This is an optimization exercise on Yosys and OpenROAD, whose aim is small area, not a production implementation. The RTL was checked by simulation tests, not by an equivalence proof against the original design. Power figures rest on the tool's default switching activity, not on a simulated workload.

==> inputs of build 97 <==
## abacus_wb_counters
module abacus_wb_counters #(
  parameter int          COUNTER_W       = 64,
  parameter bit          ENABLE_AT_RESET = 1'b1,
  parameter logic [31:0] BLOCK_ID        = 32'hABAC0001
) (
  input  logic        clk,
  input  logic        rst,
  input  logic [29:0] wb_adr,
  input  logic [31:0] wb_dat_w,
  input  logic [3:0]  wb_sel,
  input  logic        wb_cyc,
  input  logic        wb_stb,
  input  logic        wb_we,
  output logic [31:0] wb_dat_r,
  output logic        wb_ack,
  output logic        wb_err,
  input  logic        abacus_instruction_issued,
  input  logic        abacus_icache_request,
  input  logic        abacus_icache_miss,
  input  logic        abacus_icache_line_fill_in_progress,
  input  logic        abacus_dcache_request,
  input  logic        abacus_dcache_hit,
  input  logic        abacus_dcache_line_fill_in_progress
);
==> flow/config.mk <==
export PLATFORM = sky130hd
export DESIGN_NAME = abacus_wb_counters
export DESIGN_NICKNAME = abacus_wb_counters
export VERILOG_FILES = /design/flow/design.v
export SDC_FILE = /design/flow/constraint.sdc
export NUM_CORES = 4
export LEC_CHECK = 0
export ABC_AREA = 1
export CAP_MARGIN = 20
export CORE_MARGIN = 2
export CORE_UTILIZATION = 70
export GPL_TIMING_DRIVEN = 0
export PLACE_DENSITY = 0.85
export SETUP_SLACK_MARGIN = 0.05
export SLEW_MARGIN = 20
==> flow/constraint.sdc <==
create_clock -name core_clock -period 4.5 [get_ports {clk}]
set_input_delay 0.9000 -clock core_clock [delete_from_list [all_inputs] [get_ports {clk}]]
set_output_delay 0.9000 -clock core_clock [all_outputs]
set_load 0.01 [all_outputs]
standard.sh (not shown) runs the stock make flow with config.mk's settings and CLKGATE_MAP_FILE= SYNTH_SCRIPT=/design/flow/synth_recipe.tcl, a recipe that flattens the netlist after the stock synthesis.
==> flow/flow/run.sh <==
#!/bin/bash
# Own layout flow: the standard flow, with a synthesis script that maps
# the counter bit pairs by hand (cells.v) and the rest with an area-only abc
# script, smaller port buffers. Each tool's output goes to its own log here.
set -uo pipefail
F=$PWD/flow
export MY_ABC_SCRIPT=$F/abc.script
export MY_CELLS_V=$F/cells.v
bash standard.sh SYNTH_SCRIPT=$F/my_synth.tcl "SYNTH_BLACKBOXES=abacus_cpair abacus_la abacus_ctl abacus_nidx abacus_sel abacus_wd abacus_rd_t abacus_rd_t0 abacus_rd_n abacus_rd_n0" \
  "BUFFER_PORTS_ARGS=-buffer_cell sky130_fd_sc_hd__buf_1" \
  "CTS_ARGS=-sink_clustering_enable -repair_clock_nets -dont_use_dummy_load -buf_list sky130_fd_sc_hd__clkbuf_4 -sink_clustering_size 10 -sink_clustering_max_diameter 45" \
  finish > flow_make.log 2>&1
st=$?
exit $st
Other scripts of this flow, unchanged in this note and not shown: flow/flow/abc.script, flow/flow/cells.v, flow/flow/my_synth.tcl
==> inputs of build 32, as changes to build 97 <==
--- a/flow/flow/run.sh
+++ b/flow/flow/run.sh
@@ -10,3 +10,3 @@
   "BUFFER_PORTS_ARGS=-buffer_cell sky130_fd_sc_hd__buf_1" \
-  "CTS_ARGS=-sink_clustering_enable -repair_clock_nets -dont_use_dummy_load -buf_list sky130_fd_sc_hd__clkbuf_4 -sink_clustering_size 10 -sink_clustering_max_diameter 45" \
+  "CTS_ARGS=-sink_clustering_enable -repair_clock_nets -dont_use_dummy_load -buf_list sky130_fd_sc_hd__clkbuf_8 -sink_clustering_size 16 -sink_clustering_max_diameter 60" \
   finish > flow_make.log 2>&1
==> run notes <==
| quantity | build 32 | build 97 |
|---|---|---|
| Final routed wirelength across all metal layers | 94500 µm | 94800 µm |
| Top achievable clock speed | 0.236 GHz | 0.245 GHz |
| Final critical delay including setup and external delays | 4.24 ns | 4.09 ns |
| Finished Core Util | 0.759 | 0.757 |
| Clock buffer count from CTS | 40 | 60 |
| Sequential portion of the cell area | 0.484 | 0.485 |
| Largest vdd supply drop | 305 µV | 223 µV |
| Worst Path Required | 5.07 ns | 5.33 ns |
| Number of vias per cell | 7.73 | 7.68 |
| Combinational group share of total power | 0.113 | 0.115 |
| Kind of start point of the critical path | input port | register |
| First-pass GRT wire length | 140000 µm | 141000 µm |
| Layout Area Growth over Synthesis | 6.63% | 6.29% |
| Layout clock buffer count | 40 | 60 |
| Share of cell area taken by multi-input logic gates | 0.451 | 0.453 |
| Filler cell count in the final layout | 2620 | 2627 |
| Repair and plain buffers | 96 | 98 |
| Met3 layer usage reported by global route | 0.181 | 0.178 |
| Relative slew margins | 0.121 | 0.153 |
| Crit path kind | in2reg | reg2reg |
| GRT Overall Usage | 0.485 | 0.488 |
| Outcome | timing/DRC/antenna clean | timing/DRC/antenna clean |
| Hold_ws | 0.246 ns | 0.281 ns |
| Hold Buf Count CTS | 0 | 1 |
| Met3 wire length | 15800 µm | 16100 µm |

what the ideal ports hide:
In the flow no input, the clock included, has a driving cell. The finished layouts below were timed again as built, in two steps.
Step 1 (the two cells are an assumption about what drives the block):
set clk [get_ports {clk}]
set_driving_cell -lib_cell sky130_fd_sc_hd__clkbuf_16 $clk
set_driving_cell -lib_cell sky130_fd_sc_hd__buf_2 [delete_from_list [all_inputs] $clk]
Step 2 times the ports against the registers' clock, not the clock port: input delays grow and output delays shrink by t, the midpoint of the rising clock arrivals with the driver on.
Three values: ideal ports, drivers, drivers and shift; two values: the first two.
run	shift t [ns]	setup WS [ns]	worst register clock-pin slew, ns	cell pins on the clock port's net
build 97	0.936	0.414 / 0.414 / -0.491	0.12 / 0.12	1
build 32	0.673	0.262 / 0.288 / -0.386	0.11 / 0.11	1
Met with ideal ports but missed after step 2: setup timing in build 97 and build 32. For build 97, which loses most, drivers alone change the setup slack by 0.000 ns; drivers and shift together by -0.905 ns.
